What follows belongs to an exercise in optimizing a design on an open flow for small area, a short achievable clock period and few clock cycles per item; a production flow would make more cautious choices. At most, simulation tests tie the RTL to the original design; equivalence was not proved. No activity file was given, so power comes from the tool's default toggle rates.

==> 06-26 <==
// pwm_timer_divisor_search
module pwm_timer_divisor_search (
  input  logic                           clk,
  input  logic                           rst,
  input  logic                           in_valid,
  output logic                           in_stall,
  input  logic [ptds_pkg::FREQ_W-1:0]    target_frequency,
  output logic                           out_valid,
  input  logic                           out_stall,
  output logic [ptds_pkg::VALUE_W-1:0]   prescaler_value,
  output logic [ptds_pkg::VALUE_W-1:0]   period_value,
  output logic [ptds_pkg::STATUS_W-1:0]  status_code,
  input  logic                           cfg_valid,
  output logic                           cfg_ready,
  input  logic [ptds_pkg::CLOCK_W-1:0]   cfg_data
);
  localparam int SKIP_A = 8;
  localparam int SKIP_B = 2;
  logic [31:0] timer_clock;
  logic [31:0] dvs;
  logic [31:0] rem;
  logic [31:0] quo;
  logic [5:0]  cnt;
  logic        busy;
  logic        second;
  logic        first;
  logic [1:0]  status;
  assign in_stall        = busy;
  ...
==> module pwm_timer_divisor_search, before the edit <==
module pwm_timer_divisor_search (
  input  logic                           clk,
  input  logic                           rst,
  input  logic                           in_valid,
  output logic                           in_stall,
  input  logic [ptds_pkg::FREQ_W-1:0]    target_frequency,
  output logic                           out_valid,
  input  logic                           out_stall,
  output logic [ptds_pkg::VALUE_W-1:0]   prescaler_value,
  output logic [ptds_pkg::VALUE_W-1:0]   period_value,
  output logic [ptds_pkg::STATUS_W-1:0]  status_code,
  input  logic                           cfg_valid,
  output logic                           cfg_ready,
  input  logic [ptds_pkg::CLOCK_W-1:0]   cfg_data
);
  localparam int SKIP_A = 8;
  localparam int SKIP_B = 2;
  logic [31:0] timer_clock;
  logic [31:0] dvs;
  logic [31:0] rem;
  logic [31:0] quo;
  logic [5:0]  cnt;
  logic        busy;
  logic        second;
  logic        first;
  logic [1:0]  status;
  assign in_stall        = busy;
  assign cfg_ready       = 1'b1;
  assign prescaler_value = quo[31:16];
  assign period_value    = quo[15:0];
  assign status_code     = status;
  always_ff @(posedge clk) begin
    if (rst) begin
      timer_clock <= ptds_pkg::CLOCK_RESET;
    end else if (cfg_valid) begin
      timer_clock <= cfg_data;
    end
  end
  logic [31:0] q_src;
  logic [32:0] trial;
  logic [33:0] diff;
  logic        fits;
  logic [31:0] dmask;
  logic        skip_a;
  logic        skip_b;
  logic [5:0]  cnt_next;
  logic        step;
  logic        last;
  always_comb begin
    q_src = first ? timer_clock : quo;
    trial = {rem, q_src[31]};
    diff  = {1'b0, trial} + {2'b11, ~dvs} + {33'd0, ~second};
    fits  = ~diff[33];
    for (int i = 31; i >= 0; i--) begin
      dmask[i] = (i == 31) ? dvs[31] : (dvs[i] | dmask[i+1]);
    end
    skip_a = dmask[SKIP_A] && ((rem & ~(dmask >> (SKIP_A + 1))) == 32'd0)
             && (cnt <= 6'(32 - SKIP_A));
    skip_b = (SKIP_B != 0) && dmask[SKIP_B]
             && ((rem & ~(dmask >> (SKIP_B + 1))) == 32'd0)
             && (cnt <= 6'(32 - SKIP_B));
    cnt_next = cnt + (skip_a ? 6'(SKIP_A) : skip_b ? 6'(SKIP_B) : 6'd1);
  end
  assign step = busy && !cnt[5] && !(first && out_valid);
  assign last = busy && cnt[5];
  logic [15:0] qa;
  logic [15:0] qb;
  logic [16:0] s17;
  logic [16:0] d17;
  logic        c_lt;
  logic [16:0] u17;
  logic [15:0] psc;
  logic        psc_zero;
  logic [1:0]  st_next;
  always_comb begin
    qa       = quo[31:16];
    qb       = quo[15:0];
    s17      = {1'b0, qa} + {1'b0, ~qb};
    d17      = {1'b0, qa} - {1'b0, qb};
    c_lt     = s17[16];
    u17      = c_lt ? {1'b0, s17[15:0]} : {~d17[16], d17[15:0]};
    psc      = c_lt ? (qa - 16'd1) : qa;
    psc_zero = (qa == 16'd0) || (qa == 16'd1 && qb == 16'd0);
    if (dvs == 32'd0)      st_next = ptds_pkg::STATUS_ZERO_FREQ;
    else if (quo == 32'd0) st_next = ptds_pkg::STATUS_ABOVE_CLOCK;
    else                   st_next = ptds_pkg::STATUS_OK;
  end
  always_ff @(posedge clk) begin
    if (rst) begin
      busy      <= 1'b0;
      out_valid <= 1'b0;
    end else begin
      if (out_valid && !out_stall) out_valid <= 1'b0;
      if (!busy) begin
        if (in_valid) busy <= 1'b1;
      end else if (step) begin
        if (second && cnt_next[5]) begin
          busy      <= 1'b0;
          out_valid <= 1'b1;
        end
      end else if (last) begin
        if (st_next != ptds_pkg::STATUS_OK || psc_zero) begin
          busy      <= 1'b0;
          out_valid <= 1'b1;
        end
      end
    end
  end
  always_ff @(posedge clk) begin
    if (!busy) begin
      dvs    <= target_frequency;
      rem    <= 32'd0;
      first  <= 1'b1;
      second <= 1'b0;
      cnt    <= 6'd0;
    end else if (step) begin
      first <= 1'b0;
      if (skip_a) begin
        rem <= {rem[31-SKIP_A:0], q_src[31:32-SKIP_A]};
        quo <= {q_src[31-SKIP_A:0], {SKIP_A{second}}};
      end else if (skip_b) begin
        rem <= {rem[31-SKIP_B:0], q_src[31:32-SKIP_B]};
        quo <= {q_src[31-SKIP_B:0], {SKIP_B{second}}};
      end else begin
        rem <= fits ? diff[31:0] : trial[31:0];
        quo <= {q_src[30:0], fits ^ second};
      end
      cnt <= cnt_next;
    end else if (last) begin
      status <= st_next;
      if (st_next != ptds_pkg::STATUS_OK) begin
        quo <= 32'd0;
      end else if (psc_zero) begin
        quo <= {16'd0, ~u17[15:0]};
      end else begin
        second <= 1'b1;
        dvs    <= {16'd0, psc};
        rem    <= {31'd0, u17[16]};
        quo    <= {u17[15:0], psc};
        cnt    <= 6'd16;
      end
    end
  end
endmodule
clock: 5.0 ns
lec_check: 0
cap_margin: 20
core_margin: 2
core_utilization: 40
slew_margin: 20
run.sh (not shown) runs the stock make flow with config.mk's settings and CLKGATE_MAP_FILE= SYNTH_SCRIPT=/design/flow/synth_recipe.tcl, a recipe that flattens the netlist after the stock synthesis.
==> inputs of 05-09, as changes to 06-26 <==
SETUP_SLACK_MARGIN = 2.5   (was not set)
==> inputs of 06-05, as changes to 06-26 <==
--- a/flow/design.v
+++ b/flow/design.v
@@ -9,4 +9,43 @@
   localparam logic [STATUS_W-1:0] STATUS_ABOVE_CLOCK = 2'd2;
 endpackage
+module ptds_div #(
+  parameter int W = 33
+) (
+  input  logic [W-1:0] a,
+  input  logic [W-1:0] b,
+  input  logic         cin,
+  output logic [W-2:0] diff,
+  output logic         fits
+);
+  localparam int N = W + 1;
+  localparam int L = $clog2(N);
+  logic [N-1:0] g [0:L];
+  logic [N-1:0] p [0:L];
+  logic [W-1:0] hp;
+  always_comb begin
+    hp      = a ^ ~b;
+    g[0][0] = cin;
+    p[0][0] = 1'b0;
+    for (int i = 0; i < W; i++) begin
+      g[0][i+1] = a[i] & ~b[i];
+      p[0][i+1] = hp[i];
+    end
+    for (int l = 1; l <= L; l++) begin
+      for (int i = 0; i < N; i++) begin
+        if (i >= (1 << (l - 1))) begin
+          g[l][i] = g[l-1][i] | (p[l-1][i] & g[l-1][i - (1 << (l - 1))]);
+          p[l][i] = p[l-1][i] & p[l-1][i - (1 << (l - 1))];
+        end else begin
+          g[l][i] = g[l-1][i];
+          p[l][i] = p[l-1][i];
+        end
+      end
+    end
+    for (int i = 0; i < W - 1; i++) begin
+      diff[i] = hp[i] ^ g[L][i];
+    end
+    fits = g[L][W];
+  end
+endmodule
 module pwm_timer_divisor_search (
   input  logic                           clk,
@@ -33,5 +72,5 @@
   logic        busy;
   logic        second;
-  logic        first;
+  logic        q_nz;
   logic [1:0]  status;
   assign in_stall        = busy;
@@ -47,7 +86,7 @@
     end
   end
-  logic [31:0] q_src;
   logic [32:0] trial;
-  logic [33:0] diff;
+  logic        load_c;
+  logic [31:0] diff;
   logic        fits;
   logic [31:0] dmask;
@@ -55,13 +94,12 @@
   logic        skip_b;
   logic [5:0]  cnt_next;
+  logic        cnt_end;
   logic        step;
   logic        last;
   always_comb begin
-    q_src = first ? timer_clock : quo;
-    trial = {rem, q_src[31]};
-    diff  = {1'b0, trial} + {2'b11, ~dvs} + {33'd0, ~second};
-    fits  = ~diff[33];
-    for (int i = 31; i >= 0; i--) begin
-      dmask[i] = (i == 31) ? dvs[31] : (dvs[i] | dmask[i+1]);
+    trial = {rem, quo[31]};
+    dmask = dvs;
+    for (int sh = 1; sh < 32; sh = sh * 2) begin
+      dmask = dmask | (dmask >> sh);
     end
     skip_a = dmask[SKIP_A] && ((rem & ~(dmask >> (SKIP_A + 1))) == 32'd0)
@@ -70,28 +108,66 @@
              && ((rem & ~(dmask >> (SKIP_B + 1))) == 32'd0)
              && (cnt <= 6'(32 - SKIP_B));
-    cnt_next = cnt + (skip_a ? 6'(SKIP_A) : skip_b ? 6'(SKIP_B) : 6'd1);
-  end
-  assign step = busy && !cnt[5] && !(first && out_valid);
+    cnt_next = skip_a ? cnt + 6'(SKIP_A) : skip_b ? cnt + 6'(SKIP_B) : cnt + 6'd1;
+    cnt_end  = skip_a ? (cnt == 6'(32 - SKIP_A)) :
+               skip_b ? (cnt == 6'(32 - SKIP_B)) : (cnt == 6'd31);
+  end
+  ptds_div #(.W(33)) u_sub (
+    .a    (trial),
+    .b    ({1'b0, dvs}),
+    .cin  (1'b1),
+    .diff (diff),
+    .fits (fits)
+  );
+  assign step = busy && !cnt[5] && !out_valid;
+  assign load_c = (!busy || out_valid) && !(out_valid && out_stall);
   assign last = busy && cnt[5];
   logic [15:0] qa;
   logic [15:0] qb;
-  logic [16:0] s17;
-  logic [16:0] d17;
+  logic [15:0] mg [0:4];
+  logic [15:0] mp [0:4];
   logic        c_lt;
   logic [16:0] u17;
+  logic [15:0] a_z;
+  logic [15:0] a_o;
   logic [15:0] psc;
+  logic [16:0] psc1;
   logic        psc_zero;
   logic [1:0]  st_next;
   always_comb begin
-    qa       = quo[31:16];
-    qb       = quo[15:0];
-    s17      = {1'b0, qa} + {1'b0, ~qb};
-    d17      = {1'b0, qa} - {1'b0, qb};
-    c_lt     = s17[16];
-    u17      = c_lt ? {1'b0, s17[15:0]} : {~d17[16], d17[15:0]};
-    psc      = c_lt ? (qa - 16'd1) : qa;
+    qa = quo[31:16];
+    qb = quo[15:0];
+    mg[0] = qa & ~qb;
+    mp[0] = ~(qa ^ qb);
+    for (int l = 1; l <= 4; l++) begin
+      for (int i = 0; i < 16; i++) begin
+        if (i >= (1 << (l - 1))) begin
+          mg[l][i] = mg[l-1][i] | (mp[l-1][i] & mg[l-1][i - (1 << (l - 1))]);
+          mp[l][i] = mp[l-1][i] & mp[l-1][i - (1 << (l - 1))];
+        end else begin
+          mg[l][i] = mg[l-1][i];
+          mp[l][i] = mp[l-1][i];
+        end
+      end
+    end
+    c_lt = mg[4][15];
+    u17[0] = mp[0][0] ^ ~c_lt;
+    for (int i = 1; i < 16; i++) begin
+      u17[i] = mp[0][i] ^ (mg[4][i-1] | (mp[4][i-1] & ~c_lt));
+    end
+    u17[16] = mp[4][15];
+    a_z[0] = 1'b1;
+    a_o[0] = 1'b1;
+    for (int i = 1; i < 16; i++) begin
+      a_z[i] = a_z[i-1] & ~qa[i-1];
+      a_o[i] = a_o[i-1] & qa[i-1];
+    end
+    for (int i = 0; i < 16; i++) begin
+      psc[i]  = qa[i] ^ (c_lt & a_z[i]);
+      psc1[i] = qa[i] ^ (~c_lt & a_o[i]);
+    end
+    psc1[16] = ~c_lt & (&qa);
     psc_zero = (qa == 16'd0) || (qa == 16'd1 && qb == 16'd0);
     if (dvs == 32'd0)      st_next = ptds_pkg::STATUS_ZERO_FREQ;
-    else if (quo == 32'd0) st_next = ptds_pkg::STATUS_ABOVE_CLOCK;
+    else if (!q_nz)        st_next = ptds_pkg::STATUS_ABOVE_CLOCK;
     else                   st_next = ptds_pkg::STATUS_OK;
   end
@@ -105,5 +181,5 @@
         if (in_valid) busy <= 1'b1;
       end else if (step) begin
-        if (second && cnt_next[5]) begin
+        if (second && cnt_end) begin
           busy      <= 1'b0;
           out_valid <= 1'b1;
@@ -121,22 +197,27 @@
       dvs    <= target_frequency;
       rem    <= 32'd0;
-      first  <= 1'b1;
       second <= 1'b0;
+      q_nz   <= 1'b0;
       cnt    <= 6'd0;
+      if (load_c) quo <= timer_clock;
     end else if (step) begin
-      first <= 1'b0;
       if (skip_a) begin
-        rem <= {rem[31-SKIP_A:0], q_src[31:32-SKIP_A]};
-        quo <= {q_src[31-SKIP_A:0], {SKIP_A{second}}};
+        rem <= {rem[31-SKIP_A:0], quo[31:32-SKIP_A]};
+        quo <= {quo[31-SKIP_A:0], {SKIP_A{second}}};
       end else if (skip_b) begin
-        rem <= {rem[31-SKIP_B:0], q_src[31:32-SKIP_B]};
-        quo <= {q_src[31-SKIP_B:0], {SKIP_B{second}}};
+        rem <= {rem[31-SKIP_B:0], quo[31:32-SKIP_B]};
+        quo <= {quo[31-SKIP_B:0], {SKIP_B{second}}};
       end else begin
-        rem <= fits ? diff[31:0] : trial[31:0];
-        quo <= {q_src[30:0], fits ^ second};
+        rem <= fits ? diff : trial[31:0];
+        quo <= {quo[30:0], fits ^ second};
+        q_nz <= q_nz | fits;
       end
       cnt <= cnt_next;
     end else if (last) begin
       status <= st_next;
+      second <= 1'b1;
+      dvs    <= {15'd0, psc1};
+      rem    <= {31'd0, u17[16]};
+      cnt    <= 6'd16;
       if (st_next != ptds_pkg::STATUS_OK) begin
         quo <= 32'd0;
@@ -144,10 +225,8 @@
         quo <= {16'd0, ~u17[15:0]};
       end else begin
-        second <= 1'b1;
-        dvs    <= {16'd0, psc};
-        rem    <= {31'd0, u17[16]};
-        quo    <= {u17[15:0], psc};
-        cnt    <= 6'd16;
-      end
+        quo <= {u17[15:0], psc};
+      end
+    end else if (load_c) begin
+      quo <= timer_clock;
     end
   end
SETUP_SLACK_MARGIN = 2.5   (was not set)
TNS_END_PERCENT = 0   (was not set)
==> comparison table <==
| item | 05-09 | 06-26 | 06-05 |
|---|---|---|---|
| Run status | no timing/DRC/antenna violations | no timing/DRC/antenna violations | no timing/DRC/antenna violations |
| Number of well taps | 330 | 330 | 378 |
| Worst rel slew slack | 34.7% | 34.7% | 33.5% |
| Worst Max-Slew Pin Slew | 0.979 ns | 0.980 ns | 0.998 ns |
| Number of flops mapped to enable cells by yosys | 66 | 66 | 34 |
| Switching power | 5.10 mW | 3.70 mW | 2.28 mW |
| Per-instance average area after synthesis | 8.49 um^2 | 8.49 um^2 | 7.92 um^2 |
| Maximum single-stage delay on the critical path | 0.47 ns | 0.50 ns | 0.54 ns |
| Wire length per cell after detailed routing | 24.8 um | 22.7 um | 23.8 um |
| Wire length of the first global-routing pass | 64.3 mm | 57.1 mm | 69.5 mm |
| WL final | 45.2 mm | 37.4 mm | 46.5 mm |
| Top cell by count, worst path | inv_2 | fa_1 | - |
| RSZ-0062 raised after global routing | yes | no | yes |
| Length of the first detailed-routing pass in iterations | 10 | 9 | 6 |
| Worst hold endpoint | timer_clock[3] | timer_clock[14] | timer_clock[24] |
| Largest fanout on the critical path | 4 | 5 | 7 |
| Portion of netlist area occupied by mux cells | 6.08% | 6.08% | 6.67% |
| Met2 track demand over resource | 49.8% | 43.9% | 46.4% |
Testbench counts of 06-05, summed over its fixed seeds: cycles 22,261, items 1,024.
No functional check of the RTL was part of 06-26 and 05-09.

==> what the ideal ports hide <==
The results above use ideal ports. As a check the final layouts listed here were re-extracted and re-timed, cells and wires unchanged. Step 1, drivers: a clkbuf_16 drives clk and a buf_2 each remaining input, both assumed. Step 2 adds t to the input delays and takes it off the output delays; t is the mean of the earliest and latest rising clock arrival at the registers after step 1. Input paths then give back, and output paths get back, about the clock's delay inside the block. Three values: ideal ports, drivers, drivers and shift; two values: the first two.
| run | t (ns) | setup WS [ns] | worst setup path at the end | worst register clock-pin slew, ns |
|---|---|---|---|---|
| 06-26 | 0.472 | 0.846 / 0.846 / 0.846 | register to register | 0.07 / 0.07 |
| 05-09 | 0.476 | 1.353 / 1.353 / 1.353 | register to register | 0.07 / 0.07 |
| 06-05 | 0.483 | 1.874 / 1.874 / 1.513 | input to register | 0.08 / 0.08 |
After both steps every run listed still meets setup and hold. For 06-05, which loses most, drivers alone change the setup slack by 0.000 ns; drivers and shift together by -0.361 ns.
